What follows belongs to an exercise in optimizing a design on an open flow for small area, a short achievable clock period and few clock cycles per item; a production flow would make more cautious choices.
RTL that was checked went through simulation tests only; none was proved equivalent to the original.

alpha:
// conv_top
module conv_top
#(
    parameter int IMG_BITS = 6    
) (
    input  wire               clk,
    input  wire               rst,
    input  wire               ready,
    input  conv_pkg::pix_t         idata,
    input  conv_pkg::pix_t         cdata_rd,
    output logic              busy,
    output logic              cwr,
    output logic              crd,
    output logic [conv_pkg::ADDR_W-1:0] iaddr,
    output logic [conv_pkg::ADDR_W-1:0] caddr_wr,
    output logic [conv_pkg::ADDR_W-1:0] caddr_rd,
    output conv_pkg::pix_t              cdata_wr,
    output logic [2:0]        csel
);
==> flow/config.mk <==
export PLATFORM = sky130hd
export DESIGN_NAME = conv_top
export DESIGN_NICKNAME = conv_top
export VERILOG_FILES = /design/flow/design.v
export SDC_FILE = /design/flow/constraint.sdc
export NUM_CORES = 4
export LEC_CHECK = 0
export CAP_MARGIN = 20
export CORE_MARGIN = 2
export CORE_UTILIZATION = 55
export CTS_CLUSTER_DIAMETER = 100
export CTS_CLUSTER_SIZE = 20
export SLEW_MARGIN = 20
export SYNTH_HIERARCHICAL = 1
export SYNTH_MINIMUM_KEEP_SIZE = 0
==> flow/constraint.sdc <==
create_clock -name core_clock -period 12.5 [get_ports {clk}]
set_input_delay 2.5000 -clock core_clock [delete_from_list [all_inputs] [get_ports {clk}]]
set_output_delay 2.5000 -clock core_clock [all_outputs]
set_load 0.01 [all_outputs]
standard.sh (not shown) runs the stock make flow with config.mk's settings and CLKGATE_MAP_FILE= SYNTH_SCRIPT=/design/flow/synth_recipe.tcl, a recipe that flattens the netlist after the stock synthesis.
==> flow/flow/run.sh <==
#!/bin/bash
# The standard layout (the standard.sh, unchanged synthesis and steps),
# with ORFS's repair_timing asked to reach a setup slack of 8.8 ns.
# The SDC and clock period are the standard flow's own.
set -euo pipefail
bash standard.sh SETUP_SLACK_MARGIN=8.8 finish > standard_run.log 2>&1
alpha: full flow OK, the timing, design-rule and antenna checks passed
Modified inputs, beta compared to alpha
# alpha
export LEC_CHECK = 0
export CAP_MARGIN = 20
export CORE_MARGIN = 2
export CORE_UTILIZATION = 55
export CTS_CLUSTER_DIAMETER = 100
export CTS_CLUSTER_SIZE = 20
export SLEW_MARGIN = 20
export SYNTH_HIERARCHICAL = 1
export SYNTH_MINIMUM_KEEP_SIZE = 0
create_clock -name core_clock -period 12.5 [get_ports {clk}]
# beta
export LEC_CHECK = 0
export CAP_MARGIN = 20
export CORE_MARGIN = 2
export CORE_UTILIZATION = 55
export CTS_CLUSTER_DIAMETER = 200
export CTS_CLUSTER_SIZE = 20
export SLEW_MARGIN = 20
export SYNTH_HIERARCHICAL = 1
export SYNTH_MINIMUM_KEEP_SIZE = 0
create_clock -name core_clock -period 12.5 [get_ports {clk}]
## What came out
The area of all placed cells without fillers on beta is in line with that on alpha. Launch point of the worst path: u_window_fetch.s1[13]$_DFF_P_ -> beta, u_window_fetch.s2[16]$_DFF_P_ -> alpha. Both conditions hold for beta: the flow ran to the end and the final layout passed the timing, design-rule and antenna checks. Going from alpha to beta, routed length on met3 shows an increase of 0.57%; clock tree buffer count of the final layout went down; signed area change from the synthesized netlist to the final layout went down. beta vs alpha: number of buffers outside the clock class in the layout up in beta.
Function was not checked in any run of this note: the RTL went through the layout flow alone.

Setup of run 1:
conv_top, a different RTL version from the one above (not shown whole).
clock: 12.5 ns
lec_check: 0
cap_margin: 20
core_margin: 2
core_utilization: 55
cts_cluster_diameter: 50
cts_cluster_size: 10
slew_margin: 20
synth_hierarchical: 1
synth_minimum_keep_size: 0
==> flow/flow/run.sh <==
#!/bin/bash
# The standard layout (the standard.sh, unchanged synthesis and steps),
# with ORFS's repair_timing asked to reach a setup slack of 8.4 ns.
# The SDC and clock period are the standard flow's own.
set -euo pipefail
bash standard.sh SETUP_SLACK_MARGIN=8.4 finish > standard_run.log 2>&1
Testbench counts of run 1, summed over its fixed seeds: cycles 125,028, images 12.
For run 2, these inputs were changed with respect to run 1:
# run 1
export LEC_CHECK = 0
export CAP_MARGIN = 20
export CORE_MARGIN = 2
export CORE_UTILIZATION = 55
export CTS_CLUSTER_DIAMETER = 50
export CTS_CLUSTER_SIZE = 10
export SLEW_MARGIN = 20
export SYNTH_HIERARCHICAL = 1
export SYNTH_MINIMUM_KEEP_SIZE = 0
create_clock -name core_clock -period 12.5 [get_ports {clk}]
# run 2
export LEC_CHECK = 0
export CAP_MARGIN = 20
export CORE_MARGIN = 2
export CORE_UTILIZATION = 55
export CTS_CLUSTER_DIAMETER = 100
export CTS_CLUSTER_SIZE = 30
export SLEW_MARGIN = 20
export SYNTH_HIERARCHICAL = 1
export SYNTH_MINIMUM_KEEP_SIZE = 0
create_clock -name core_clock -period 12.5 [get_ports {clk}]
==> flow/flow/run.sh <==
#!/bin/bash
# The standard layout (the standard.sh, unchanged synthesis and steps),
# with ORFS's repair_timing asked to reach a setup slack of 8.6 ns.
# The SDC and clock period are the standard flow's own.
set -euo pipefail
bash standard.sh SETUP_SLACK_MARGIN=8.6 finish > standard_run.log 2>&1
==> notes.md <==
Across both runs, global-route met1 utilization was higher for run 2 than for run 1.
Run 2 falls short of run 1 in total routed wirelength.
From run 1 to run 2 the numbers moved as follows: fmax picked up an extra 4.4%; number of H-tree levels lost 1; count of clock-buffer cells in the layout lost about 70%; number of non-filler instances in the completed layout picked up an extra 23.
Kind of critical path = register to output pin: run 1; kind of critical path = register to register: run 2
Going from run 1 to run 2, area added between synthesis and finish lower, register share of the cell area increased 0.21 points, wire length of the first global-routing pass essentially unchanged.
Run 2 vs run 1, capturing element of the worst setup path: u_mac_k1_bot.acc_c[12] vs cdata_wr[12]
The following lists how run 3 was set up differently from run 2:
# run 2
export LEC_CHECK = 0
export CAP_MARGIN = 20
export CORE_MARGIN = 2
export CORE_UTILIZATION = 55
export CTS_CLUSTER_DIAMETER = 100
export CTS_CLUSTER_SIZE = 30
export SLEW_MARGIN = 20
export SYNTH_HIERARCHICAL = 1
export SYNTH_MINIMUM_KEEP_SIZE = 0
create_clock -name core_clock -period 12.5 [get_ports {clk}]
# run 3
export LEC_CHECK = 0
export CAP_MARGIN = 20
export CORE_MARGIN = 2
export CORE_UTILIZATION = 55
export CTS_CLUSTER_DIAMETER = 200
export CTS_CLUSTER_SIZE = 25
export SLEW_MARGIN = 20
export SYNTH_HIERARCHICAL = 1
export SYNTH_MINIMUM_KEEP_SIZE = 0
create_clock -name core_clock -period 12.5 [get_ports {clk}]
==> notes.md <==
- Having completed the whole flow, run 2 delivered a layout that passed the timing, design-rule and antenna checks.
- Run 3 did not stop at any stage, and its layout met the timing, design-rule and antenna checks.
- Between run 3 and run 2, the difference in footprint of the flip-flops and latches is negligible.
- Run 3 vs run 2 — detailed-router iteration count before antenna repair rose 2.
- Cmp run 3 and run 2 / total wire length / higher: run 2
- Delta (run 3 minus run 2): final-layout worst hold slack essentially unchanged, worst setup slack increased 0.021 ns, final critical-path share of the clock period decreased 0.17 points.
Relative to run 3, the following input files were edited for run 4:
# run 3
export LEC_CHECK = 0
export CAP_MARGIN = 20
export CORE_MARGIN = 2
export CORE_UTILIZATION = 55
export CTS_CLUSTER_DIAMETER = 200
export CTS_CLUSTER_SIZE = 25
export SLEW_MARGIN = 20
export SYNTH_HIERARCHICAL = 1
export SYNTH_MINIMUM_KEEP_SIZE = 0
create_clock -name core_clock -period 12.5 [get_ports {clk}]
# run 4
export LEC_CHECK = 0
export CAP_MARGIN = 20
export CORE_MARGIN = 2
export CORE_UTILIZATION = 55
export CTS_CLUSTER_DIAMETER = 300
export CTS_CLUSTER_SIZE = 20
export SLEW_MARGIN = 20
export SYNTH_HIERARCHICAL = 1
export SYNTH_MINIMUM_KEEP_SIZE = 0
create_clock -name core_clock -period 12.5 [get_ports {clk}]
==> flow/flow/run.sh <==
#!/bin/bash
# The standard layout (the standard.sh, unchanged synthesis and steps),
# with ORFS's repair_timing asked to reach a setup slack of 8.7 ns.
# The SDC and clock period are the standard flow's own.
set -euo pipefail
bash standard.sh SETUP_SLACK_MARGIN=8.7 finish > standard_run.log 2>&1
- Per the comparison of run 4 with run 3, non-clock buffer count has increased; post-CTS repair timing setup buffer count higher; number of nets with antenna violations after detailed routing was more or less identical.
The following lists how run 5 was set up differently from run 4:
# run 4
export LEC_CHECK = 0
export CAP_MARGIN = 20
export CORE_MARGIN = 2
export CORE_UTILIZATION = 55
export CTS_CLUSTER_DIAMETER = 300
export CTS_CLUSTER_SIZE = 20
export SLEW_MARGIN = 20
export SYNTH_HIERARCHICAL = 1
export SYNTH_MINIMUM_KEEP_SIZE = 0
create_clock -name core_clock -period 12.5 [get_ports {clk}]
# run 5
export LEC_CHECK = 0
export CAP_MARGIN = 20
export CORE_MARGIN = 2
export CORE_UTILIZATION = 55
export CTS_CLUSTER_DIAMETER = 200
export CTS_CLUSTER_SIZE = 20
export SLEW_MARGIN = 20
export SYNTH_HIERARCHICAL = 1
export SYNTH_MINIMUM_KEEP_SIZE = 0
create_clock -name core_clock -period 12.5 [get_ports {clk}]
==> flow/flow/run.sh <==
#!/bin/bash
# The standard layout (the standard.sh, unchanged synthesis and steps),
# with ORFS's repair_timing asked to reach a setup slack of 8.6 ns.
# The SDC and clock period are the standard flow's own.
set -euo pipefail
bash standard.sh SETUP_SLACK_MARGIN=8.6 finish > standard_run.log 2>&1
==> comparison <==
Signal arrival time at the worst endpoint: run 5 vs run 4 — no meaningful difference
Run 5 gives more worst hold slack than run 4 did.
#### Input delta (run 6 over run 5)
# run 5
export LEC_CHECK = 0
export CAP_MARGIN = 20
export CORE_MARGIN = 2
export CORE_UTILIZATION = 55
export CTS_CLUSTER_DIAMETER = 200
export CTS_CLUSTER_SIZE = 20
export SLEW_MARGIN = 20
export SYNTH_HIERARCHICAL = 1
export SYNTH_MINIMUM_KEEP_SIZE = 0
create_clock -name core_clock -period 12.5 [get_ports {clk}]
# run 6
export LEC_CHECK = 0
export CAP_MARGIN = 20
export CORE_MARGIN = 2
export CORE_UTILIZATION = 55
export CTS_CLUSTER_DIAMETER = 50
export CTS_CLUSTER_SIZE = 10
export SLEW_MARGIN = 20
export SYNTH_HIERARCHICAL = 1
export SYNTH_MINIMUM_KEEP_SIZE = 0
create_clock -name core_clock -period 12.5 [get_ports {clk}]
==> flow/flow/run.sh <==
#!/bin/bash
# The standard layout (the standard.sh, unchanged synthesis and steps),
# with ORFS's repair_timing asked to reach a setup slack of 8.7 ns.
# The SDC and clock period are the standard flow's own.
set -euo pipefail
bash standard.sh SETUP_SLACK_MARGIN=8.7 finish > standard_run.log 2>&1
## What came out
- Run 6: full flow OK, the timing, design-rule and antenna checks passed
- Run 5: PASS, flow complete, no timing, DRC or antenna violations
- Measured against each other, run 6 and run 5 differ in share of cell area taken by flip-flops and latches, the higher figure coming from run 5.
- Of run 6 and run 5, the lower final area belongs to run 5.
- Of run 6 and run 5, run 5 shows the lower met3 capacity usage during global routing, with run 6 above it.
- Looking at critical path startpoint, the u_window_fetch.win[4][0] result is from run 5; the u_window_fetch.win[5][2] one comes from run 6.

[separate check: timing with driven ports]
How much do the figures lean on ideal ports? The routed layouts below were timed once more, with nothing changed but the port constraints. Step 1: set_driving_cell puts a clkbuf_16 on clk and a buf_2 on each other input, an assumption about the parent block. Step 2 adds t to the input delays and takes it off the output delays; t is the mean of the earliest and latest rising clock arrival at the registers after step 1. Input paths then give back, and output paths get back, about the clock's delay inside the block. a / b / c = ideal / step 1 / step 2; a / b = the first two.
run | t (ns) | slack for setup (ns) | worst register clock-pin slew, ns
alpha | 0.694 | 8.811 / 8.773 / 8.811 | 0.09 / 0.09
beta | 0.676 | 8.846 / 8.783 / 8.846 | 0.10 / 0.10
run 1 | 0.719 | 8.478 / 8.411 / 8.490 | 0.06 / 0.06
run 2 | 0.666 | 8.647 / 8.647 / 8.647 | 0.12 / 0.12
run 3 | 0.725 | 8.668 / 8.627 / 8.668 | 0.12 / 0.12
run 4 | 0.679 | 8.726 / 8.695 / 8.726 | 0.10 / 0.10
run 5 | 0.657 | 8.684 / 8.684 / 8.684 | 0.10 / 0.10
run 6 | 0.719 | 8.713 / 8.677 / 8.713 | 0.06 / 0.06
After both steps every run listed still meets setup and hold.
